Context: an optimization exercise on an open-source flow, tuned for small area and a short achievable clock period. The choices shown serve that exercise and are no tape-out recipe. No activity file was given, so power comes from the tool's default toggle rates.

main:
==> flow/design.v (excerpt) <==
module scoreboard_ctrl (
    input  logic                      clk,
    input  logic                      rst,
    input  sb_pkg::inst_t             inst,
    input  logic                      inst_valid,
    input  logic [sb_pkg::num_fu-1:0] fu_done,
    output logic                      issue_ack,
    output logic [sb_pkg::num_fu-1:0] ro_en,
    output sb_pkg::fu_op_t            ro_op,
    output sb_pkg::reg_idx_t          rs1_ctrl,
    output sb_pkg::reg_idx_t          rs2_ctrl,
    output logic                      reg_write,
    output sb_pkg::fu_id_t            wb_fu,
    output sb_pkg::reg_idx_t          rd_ctrl
);
    logic [4:1]      busy;     
    logic [4:1]      pre;      
    logic [4:1]      rdy1;     
    logic [4:1]      rdy2;
    logic [4:1]      rq;       
    logic [4:1]      done;     
    logic [4:1]      wbg;      
    logic [4:0]      rd_q;     
    logic [4:1][4:0] dst;      
    logic [4:1][4:0] src1;
    logic [4:1][4:0] src2;
    logic [4:0]      op1;      
    logic [3:0]      op2;      
    logic [1:0]      op3;      
    logic [1:0]      op4;
    logic [4:1][4:1] eq1, eq2;    
    logic [6:0] opc;
    logic [2:0] f3;
    logic [6:0] f7;
    logic [4:0] rd, rs1, rs2;
    assign opc = inst[6:0];
    assign f3  = inst[14:12];
    assign f7  = inst[31:25];
    assign rd  = inst[11:7];
    assign rs1 = inst[19:15];
    assign rs2 = inst[24:20];
    logic is_r, is_i, is_ld, is_st, is_lui, is_auipc;
    assign is_r     = (opc == sb_pkg::opc_r);
    assign is_i     = (opc == sb_pkg::opc_i);
    assign is_ld    = (opc == sb_pkg::opc_load);
    assign is_st    = (opc == sb_pkg::opc_store);
    assign is_lui   = (opc == sb_pkg::opc_lui);
    assign is_auipc = (opc == sb_pkg::opc_auipc);
    logic f7_0, f7_20, f7_1;
    assign f7_0  = (f7 == sb_pkg::f7_base);
    assign f7_20 = (f7 == sb_pkg::f7_alt);
    assign f7_1  = (f7 == sb_pkg::f7_muldiv);
    logic [4:1] val;           
    assign val[1] = (is_r && (f7_0 || (f7_20 && (f3 == 3'h0 || f3 == 3'h5)))) ||
                    (is_i && (f3 == 3'h1 ? f7_0 : (f3 == 3'h5 ? (f7_0 || f7_20) : 1'b1))) ||
  ...
Size: about 650 cells after synthesis, about 130 flip-flops, ~68 I/O pins, roughly 0.0070 mm^2 of cells after synthesis.
==> flow/config.mk <==
export PLATFORM = sky130hd
export DESIGN_NAME = scoreboard_ctrl
export DESIGN_NICKNAME = scoreboard_ctrl
export VERILOG_FILES = /design/flow/design.v
export SDC_FILE = /design/flow/constraint.sdc
export NUM_CORES = 4
export LEC_CHECK = 0
export CAP_MARGIN = 20
export CORE_MARGIN = 2
export CORE_UTILIZATION = 70
export SETUP_SLACK_MARGIN = 1.8
export SLEW_MARGIN = 20
==> flow/constraint.sdc <==
create_clock -name core_clock -period 4.5 [get_ports {clk}]
set_input_delay 0.9000 -clock core_clock [delete_from_list [all_inputs] [get_ports {clk}]]
set_output_delay 0.9000 -clock core_clock [all_outputs]
set_load 0.01 [all_outputs]
standard.sh (not shown) runs the stock make flow with config.mk's settings and CLKGATE_MAP_FILE= SYNTH_SCRIPT=/design/flow/synth_recipe.tcl, a recipe that flattens the netlist after the stock synthesis.
==> flow/flow/run.sh <==
#!/bin/bash
# Standard ORFS layout with two changes: the port buffers are plain buffers
# instead of the delay cells buffer_ports picks on its own, and the clock tree
# uses smaller clock buffers and no dummy balancing loads.
set -euo pipefail
export BUFFER_PORTS_ARGS="-buffer_cell sky130_fd_sc_hd__buf_2"
export CTS_ARGS="-sink_clustering_enable -repair_clock_nets -dont_use_dummy_load -buf_list sky130_fd_sc_hd__clkbuf_8 -sink_clustering_size 30"
bash standard.sh > make.log 2>&1
main completed end to end with timing, DRC and antenna clean.
Modified inputs, the feature branch compared to main
--- a/flow/design.v
+++ b/flow/design.v
@@ -60,21 +60,21 @@
     output sb_pkg::reg_idx_t          rs1_ctrl,
     output sb_pkg::reg_idx_t          rs2_ctrl,
     output logic                      reg_write,
     output sb_pkg::fu_id_t            wb_fu,
     output sb_pkg::reg_idx_t          rd_ctrl
 );
     logic [4:1]      busy;     
     logic [4:1]      pre;      
     logic [4:1]      rdy1;     
     logic [4:1]      rdy2;
-    logic [4:1]      rq;       
+    logic [4:1]      rog;      
     logic [4:1]      done;     
     logic [4:1]      wbg;      
     logic [4:0]      rd_q;     
     logic [4:1][4:0] dst;      
     logic [4:1][4:0] src1;
     logic [4:1][4:0] src2;
     logic [4:0]      op1;      
     logic [3:0]      op2;      
     logic [1:0]      op3;      
     logic [1:0]      op4;
@@ -158,22 +158,21 @@
                 if (u != v) begin
                     if (!busy[u]) begin
                         eq1[u][v] <= has_s1[u] && rs1_hit[v];
                         eq2[u][v] <= has_s2[u] && rs2_hit[v];
                     end else if (!busy[v]) begin
                         eq1[u][v] <= has_d[v] && rd_s1[u];
                         eq2[u][v] <= has_d[v] && rd_s2[u];
                     end
                 end
     end
-    logic [4:1] rog, wake1, wake2;
-    assign rog = {rq[4] & ~|rq[3:1], rq[3] & ~|rq[2:1], rq[2] & ~rq[1], rq[1]};
+    logic [4:1] wake1, wake2;
     always_comb begin
         for (int u = 1; u <= 4; u++) begin
             wake1[u] = 1'b0;
             wake2[u] = 1'b0;
             for (int v = 1; v <= 4; v++)
                 if (v != u) begin
                     if (wbg[v] && eq1[u][v]) wake1[u] = 1'b1;
                     if (wbg[v] && eq2[u][v]) wake2[u] = 1'b1;
                 end
             wake1[u] = wake1[u] && pre[u];
@@ -218,34 +217,37 @@
         end
         for (int v = 1; v <= 4; v++) begin
             war_n[v] = 1'b0;
             for (int u = 1; u <= 4; u++)
                 if (u != v && ((st1_n[u] && eq1[u][v]) || (st2_n[u] && eq2[u][v])))
                     war_n[v] = 1'b1;
         end
     end
     assign wbr_n = busy & done_n & ~war_n;
     assign wbg_n = {wbr_n[4] & ~|wbr_n[3:1], wbr_n[3] & ~|wbr_n[2:1], wbr_n[2] & ~wbr_n[1], wbr_n[1]};
-    assign rd_n  = ({5{wbg_n[1]}} & dst[1]) | ({5{wbg_n[2]}} & dst[2]) | ({5{wbg_n[3]}} & dst[3]) | ({5{wbg_n[4]}} & dst[4]);
+    assign rd_n  = wbr_n[1] ? dst[1] : wbr_n[2] ? dst[2] : wbr_n[3] ? dst[3] : dst[4];
+    logic [4:1] rq_n, rog_n;
+    assign rq_n  = rdy1_n & rdy2_n;
+    assign rog_n = {rq_n[4] & ~|rq_n[3:1], rq_n[3] & ~|rq_n[2:1], rq_n[2] & ~rq_n[1], rq_n[1]};
     always_ff @(posedge clk or posedge rst) begin
         if (rst) begin
             busy      <= '0;
             rdy1      <= '0;
             rdy2      <= '0;
-            rq        <= '0;
+            rog       <= '0;
             wbg       <= '0;
             issue_ack <= 1'b0;
         end else begin
             busy      <= busy_n;
             rdy1      <= rdy1_n;
             rdy2      <= rdy2_n;
-            rq        <= rdy1_n & rdy2_n;
+            rog       <= rog_n;
             wbg       <= wbg_n;
             issue_ack <= issue_en;
         end
     end
     always_ff @(posedge clk) begin
         pre  <= pre_n;
         done <= done_n;
         rd_q <= rd_n;
         for (int u = 1; u <= 4; u++) begin
             if (!busy[u]) begin
Findings:
Compared to main, the routing of the feature branch uses less wire. Looking at total power, the feature branch sits below main. Higher number of placed cells counting well taps goes to main over the feature branch. Compared with main, the feature branch improves leakage power figure. In the feature branch relative to main, fill cell total of the finished layout had gone down by more than 10%. Lower cell count goes to the feature branch over main.
No run of this note included a check of the RTL's function; only the layout flow was run.

## separate check: timing with driven ports
The flow's constraints put no driver on any port. The routed layouts listed below were extracted and timed again, unchanged, in two steps.
Step 1: set_driving_cell puts a clkbuf_16 on clk and a buf_2 on each other input, an assumption about the parent block.
Step 2, shift: input delay + t, output delay - t, t = (earliest + latest rising clock arrival at the registers) / 2. This alone moves slack from input paths to output paths.
Slacks: ideal / step 1 / step 2; pairs: ideal / step 1.
run	t, ns	setup slack, ns	worst hold slack (ns)	worst data-port slew with drivers (ns)
main	0.482	1.520 / 1.484 / 1.393	0.470 / 0.470 / 0.470	0.04
the feature branch	0.456	1.770 / 1.760 / 1.305	0.474 / 0.474 / 0.474	0.07
After both steps setup and hold are still met in every run listed. The setup slack of the feature branch, which loses most, moves by -0.010 ns with the drivers and by -0.465 ns with both steps.
